Context: an optimization exercise on an open-source flow, tuned for small area, a short achievable clock period and few clock cycles per item. The choices shown serve that exercise and are no tape-out recipe. In this exercise RTL edits were held to simulation tests only and were not proved equivalent to the original. Power is estimated from default activity; no workload was simulated.

==> flow/design.v, too long to show whole: its modules and the start of the top module <==
// module dsdmnist_ktable: 38 lines
// module dsdmnist_requant: 1664 lines
module dsdmnist_requant #(
    parameter  int unsigned ACC_W = dsdmnist_pkg::ACC_W,
    parameter  int unsigned K_W   = dsdmnist_pkg::K_W,
    parameter  int unsigned FRAC  = dsdmnist_pkg::FRAC,
    parameter  int unsigned OUT_W = dsdmnist_pkg::OUT_W,
    parameter  int unsigned NCH   = dsdmnist_pkg::NCH,
    localparam int unsigned CH_W  = $clog2(NCH)
) (
    input  logic                    i_CLK,
    input  logic                    i_RST_n,
    input  logic                    i_K_WR,
    input  logic [CH_W-1:0]         i_K_ADDR,
    input  logic [K_W-1:0]          i_K_DATA,
    input  logic                    i_RELU_EN,
    input  logic                    i_SIGNED_OUT,
    input  logic                    i_VALID,
    output logic                    o_READY,
    input  logic signed [ACC_W-1:0] i_ACC,
    input  logic [CH_W-1:0]         i_CH,
    output logic                    o_VALID,
    input  logic                    i_READY,
    output logic [OUT_W-1:0]        o_RESULT,
    output logic                    o_SAT
);
  // ...
==> flow/flow/run.sh <==
#!/bin/bash
set -euo pipefail
bash standard.sh SETUP_SLACK_MARGIN=6.75 finish > standard_flow.log 2>&1
==> flow/standard.sh <==
#!/bin/bash
# synth_recipe.tcl (not shown) runs the flow's synth.tcl, then flattens the netlist and writes it again
# the make line also repeats each setting of config.mk as NAME=value (left out here)
make -C /OpenROAD-flow-scripts/flow DESIGN_CONFIG=/design/flow/config.mk WORK_HOME=/design/flow/orfs CLKGATE_MAP_FILE= SYNTH_SCRIPT=/design/flow/synth_recipe.tcl "${@:-finish}"
==> flow/config.mk <==
export PLATFORM = sky130hd
export DESIGN_NAME = dsdmnist_requant
export DESIGN_NICKNAME = dsdmnist_requant
export VERILOG_FILES = /design/flow/design.v
export SDC_FILE = /design/flow/constraint.sdc
export NUM_CORES = 4
export LEC_CHECK = 0
export CAP_MARGIN = 20
export CORE_MARGIN = 2
export CORE_UTILIZATION = 40
export CTS_CLUSTER_DIAMETER = 150
export CTS_CLUSTER_SIZE = 30
export SLEW_MARGIN = 20
==> flow/constraint.sdc <==
create_clock -name core_clock -period 10.0 [get_ports {i_CLK}]
set_input_delay 2.0000 -clock core_clock [delete_from_list [all_inputs] [get_ports {i_CLK}]]
set_output_delay 2.0000 -clock core_clock [all_outputs]
set_load 0.01 [all_outputs]
==> flow_metrics.tcl, run 1 <==
set metrics [dict create \
    status "no timing/DRC/antenna violations" \
    post-route-period-util_pct 32.3 \
    largest_reg_flops 528 \
    final_common_cell "edfxtp_1" \
    cts_setup_buffers 39 \
    diodes 1 \
    multi_input_area_share_pct 41.1 \
    place_ws_ns 5.39 \
    top_regs "u_ktable.tbl_q: 528 flops, fifo_q: 36 flops, k1_q: 33 flops" \
    crit_family "simple AND/OR/NAND/NOR gates" \
    leakage_uw 0.0186 \
    wl_per_cell_um 28.7 \
    pwr_density_cell_nw_per_um2 255 \
    syn-cell-area_um2 45600 \
    buffers 250 \
    largestClassByArea "flip-flops and latches" \
    clockBufferDepth 3 \
    synth_seq_cells 843 \
    switchingPower_uw 5220 \
    power_leader "combinational logic" \
    area_share_nonclk_buffers_pct 6.47 \
    use_met2_pct 37.3 \
    crit_end "k1_q[13]" \
    num_rows 123 \
    synth_compound_area_share_pct 12.8 \
    ys_seq_area_share_pct 50.0 \
    gr-total-overflow 0 \
    drc_errors 0 \
    busiest_layer "met2" \
    die_y_um 341 \
    seq-cell-share_pct 44.4 \
    multi_input_cells 2001 \
    hold_start "sgn1_q" \
    startpoint_type "input pin" \
    placed_cells 4808 \
    layout_common_cells "573 x edfxtp_1, 362 x a22oi_1, 347 x fa_1, 312 x inv_1, 298 x xnor2_1" \
    hold-path-cell-count 0 \
    tightest_slew_ns 0.900 \
    hold_buffers 0 \
    synth_edf_count 573 \
    ir_drop_mv 0.180 \
    vias_per_cell 5.94 \
    synth_most_common_cell "edfxtp_1" \
    hold_violations 0 \
]
Testbench counts, summed over its fixed seeds: cycles 4,128, items 4,096.
==> run 2, diff against run 1 <==
--- a/flow/config.mk
+++ b/flow/config.mk
@@ -10,4 +10,4 @@
 export CORE_UTILIZATION = 40
-export CTS_CLUSTER_DIAMETER = 150
-export CTS_CLUSTER_SIZE = 30
+export CTS_CLUSTER_DIAMETER = 120
+export CTS_CLUSTER_SIZE = 24
 export SLEW_MARGIN = 20
==> run 2 against run 1 <==
Net effect:
- combinational power about the same
- critical endpoint is now k1_q[30]
- sequential power about the same
- cell count increased by 0.22%
- global-route usage decreased by 1.3 points
==> flow_metrics.tcl, run 2 <==
set metrics [dict create \
    htreeDepth 2 \
    synth_area_leaders "edfxtp_1 38%, fa_1 15%, dfxtp_1 10%" \
    cp_max_fo 16 \
    synth_cells 3471 \
    wl_per_cell_um 28.8 \
    grt_pass1_wl_um 191000 \
    ctsRootBufferMaster "clkbuf_16" \
    drc_errors 0 \
    avgSynthCellArea_um2 13.1 \
    critical_path.cell_chain "dlymetal6s2s_1, nor2b_4, and3_2, a221oi_1, nand4_1" \
    setup.worst_path.class "in2reg" \
    final_common_cell "edfxtp_1" \
    rsz0062_at_grt "yes" \
    status "no timing/DRC/antenna violations" \
    vias_per_cell 5.91 \
    fin_worst_skew_ns 0.0250 \
    hold_violations 0 \
    num_rows 123 \
    finalSetupViolCount 0 \
    start_util_pct 40.4 \
    pin_count 84 \
    die_y_um 341 \
    grt_pass1_vias 29000 \
    synth_most_common_cell "edfxtp_1" \
    initialDrtViolationCount 4088 \
    drv_slew 0 \
    hold_start "z2_q" \
    finalNetCount 4003 \
    gr-total-overflow 0 \
    drv_cap 0 \
    n_fill_cell 10000 \
    async_flop_share_pct 3.91 \
    wirelength_um 144000 \
    finalCriticalPeriod_ns 3.26 \
    cts.clk_slew.worst_paths_ns 0.11 \
    ff2ff_path_depth 8 \
    syn-cell-area_um2 45600 \
    hold-path-cell-count 0 \
    crit_buf_inv 1 \
    synth_seq_cells 843 \
    maxSlewHeadroom_pct 42.4 \
    synth_edf_count 573 \
    r2r-end "c41_1" \
    min_path_type "reg2reg" \
    top_regs "u_ktable.tbl_q: 528 flops, fifo_q: 36 flops, k1_q: 33 flops" \
    post-route-period-util_pct 32.6 \
    tightest_slew_ns 0.864 \
    ys_seq_area_share_pct 50.0 \
    synth.largest_area_cell "edfxtp_1" \
    firstDrtPassIters 8 \
    area_delta_synth_final_pct 13.8 \
    pwr_density_cell_nw_per_um2 258 \
    slowest_delay_ns 0.73 \
    max_flop_register "u_ktable.tbl_q" \
    setup_ws_ns 6.74 \
    leakage_uw 0.0187 \
    ir_drop_mv 0.140 \
    r2r_slack_ns 6.78 \
    synth.distinct_cells 52 \
    grt_max_degree 36 \
    antenna_found_initial 9 \
    dpl.hpwl_um 74700 \
    grt_usage_pct 21.8 \
    cts_tree "built" \
    cts_buffers 41 \
    startpoint_type "input pin" \
    syn-num-nets 4018 \
    rr_startpoint "b_neg[6]" \
    globalplace.congestion 0.815 \
    yosys-top-cells-count "573 x edfxtp_1, 386 x a22oi_1, 351 x fa_1, 319 x inv_1, 301 x xnor2_1" \
    vias 29500 \
    die_area_um2 117000 \
    ant_nets 0 \
    whs_endpoint "z3_q" \
    clock-sinks 843 \
    crit_arrival_ns 3.86 \
    ys_dominant_reg_cell "edfxtp_1" \
    place_ws_ns 5.39 \
    placed_cells 4808 \
    clockBufferDepth 3 \
    yosys_warnings 2 \
    layout_common_cells "573 x edfxtp_1, 361 x a22oi_1, 348 x fa_1, 313 x inv_1, 298 x xnor2_1" \
    setup_tns_ns 0 \
    fmax_ghz 0.306 \
    die_x_um 341 \
    coreArea_um2 113000 \
    critPathSlowestCell "and3_2" \
    portBuffers 83 \
    final_cells 4989 \
    end_kind "flop" \
    netlist.area_leader.share_pct 37.8 \
    required_ns 10.60 \
    crit_family "simple AND/OR/NAND/NOR gates" \
    largest_reg_flops 528 \
    drive_gt1_share_pct 12.4 \
    clk_latency_ns 0.65 \
]
[run 2: cell count changes in the layout (fill, tap and decap cells not counted), moves of 3 or more]
cell and delta:
and3_2 +5, clkbuf_1 +4, and3_4 -5, dlymetal6s2s_1 +4, dlygate4sd2_1 -3, buf_12 -5, clkbuf_16 +7
[run 2: report_power, final]
part           internal [µW]  switching (µW)  total, µW
clock network            802            1140       1940
logic                   2920            3790       6710
registers               4370             326       4700
[run 2: timing repair]
| action | CTS | global route |
|---|---|---|
| gates resized for setup | 185 | 188 |
| setup endpoints to repair | 730 | 252 |
| setup buffers | 21 | 52 |
| hold buffers | 0 | 0 |
| gates cloned | 0 | 32 |
| pin swaps | 8 | 11 |
[run 2: cell families after synthesis]
group | Yosys count | share of synthesized area, %
xor gates and xnor gates | 496 | 9.54
and+or+nand+nor | 242 | 2.73
AOI/OAI and AO/OA | 749 | 12.8
DFF | 843 | 50.0
adders and majority gates | 474 | 18.8
buffers and inverters | 644 | 5.31
muxes | 23 | 0.775
[run 2: stage by stage]
stage	cell area [µm²]	power (µW)	hold WS (ns)	utilization (%)
finish	51800	13300	0.336	46.0
global route	51800	14500	0.339	46.0
detailed placement	48100	11200	0.313	42.7
global placement	48100	11100	0.310	42.7
floorplan	46200	9230	0.310	-
CTS	50000	13200	0.336	44.4
[run 2: how the worst max path moves through the flow]
stage	endpoint	from	depth (start not counted)	slack (ns)
after floorplan	u_ktable.tbl_q[0][0]	i_K_ADDR[1]	4	6.38
after global placement	u_ktable.tbl_q[8][16]	i_K_ADDR[3]	4	5.47
after detailed placement	u_ktable.tbl_q[8][16]	i_K_ADDR[3]	4	5.39
after CTS	k1_q[14]	i_CH[3]	6	6.59
after global routing	c29_1	b_one[10]	8	6.73
final	k1_q[30]	i_CH[0]	5	6.74
[run 2: area by class of cell]
type | count | area, µm² | share of cell area [%]
antenna | 1 | 2.50 | 0.00483
clock buffer | 69 | 1140 | 2.20
clock inverter | 6 | 87.6 | 0.169
inverter | 322 | 1260 | 2.43
multi-input combinational | 2001 | 21200 | 41.0
sequential | 843 | 22900 | 44.2
tap | 1500 | 1880 | 3.62
timing repair buffer | 247 | 3300 | 6.37
[run 2: layer usage]
| metal | track usage, % | vias to the layer above | routed length (µm) |
|---|---|---|---|
| met4 | 5.46 | 10 | 4150 |
| met5 | 0 | - | 66 |
| met2 | 35.4 | 1724 | 66500 |
| met1 | 30.5 | 15200 | 57400 |
| met3 | 3.71 | 288 | 15700 |
| li1 | - | 12300 | - |

what the ideal ports hide:
No port has a modelled driver above. Below, the same layouts with a new extraction and two added sets of constraints.
Step 1 (the two cells are an assumption about what drives the block):
set clk [get_ports {i_CLK}]
set_driving_cell -lib_cell sky130_fd_sc_hd__clkbuf_16 $clk
set_driving_cell -lib_cell sky130_fd_sc_hd__buf_2 [delete_from_list [all_inputs] $clk]
Step 2 moves the port delays by t, midway between the first and last clock arrival at a register: inputs arrive t later, outputs are due t later. That takes back most of the time a late clock gives input paths.
a / b / c = no drivers / after step 1 / after step 2; a / b = the first two.
run	t (ns)	slack for setup (ns)	clock arrival spread, ns
run 1	0.697	6.768 / 6.782 / 6.116	0.045 / 0.045
run 2	0.708	6.735 / 6.751 / 6.073	0.027 / 0.026
After both steps setup and hold are still met in every run listed. For run 2, which loses most, drivers alone change the setup slack by +0.016 ns; drivers and shift together by -0.662 ns.
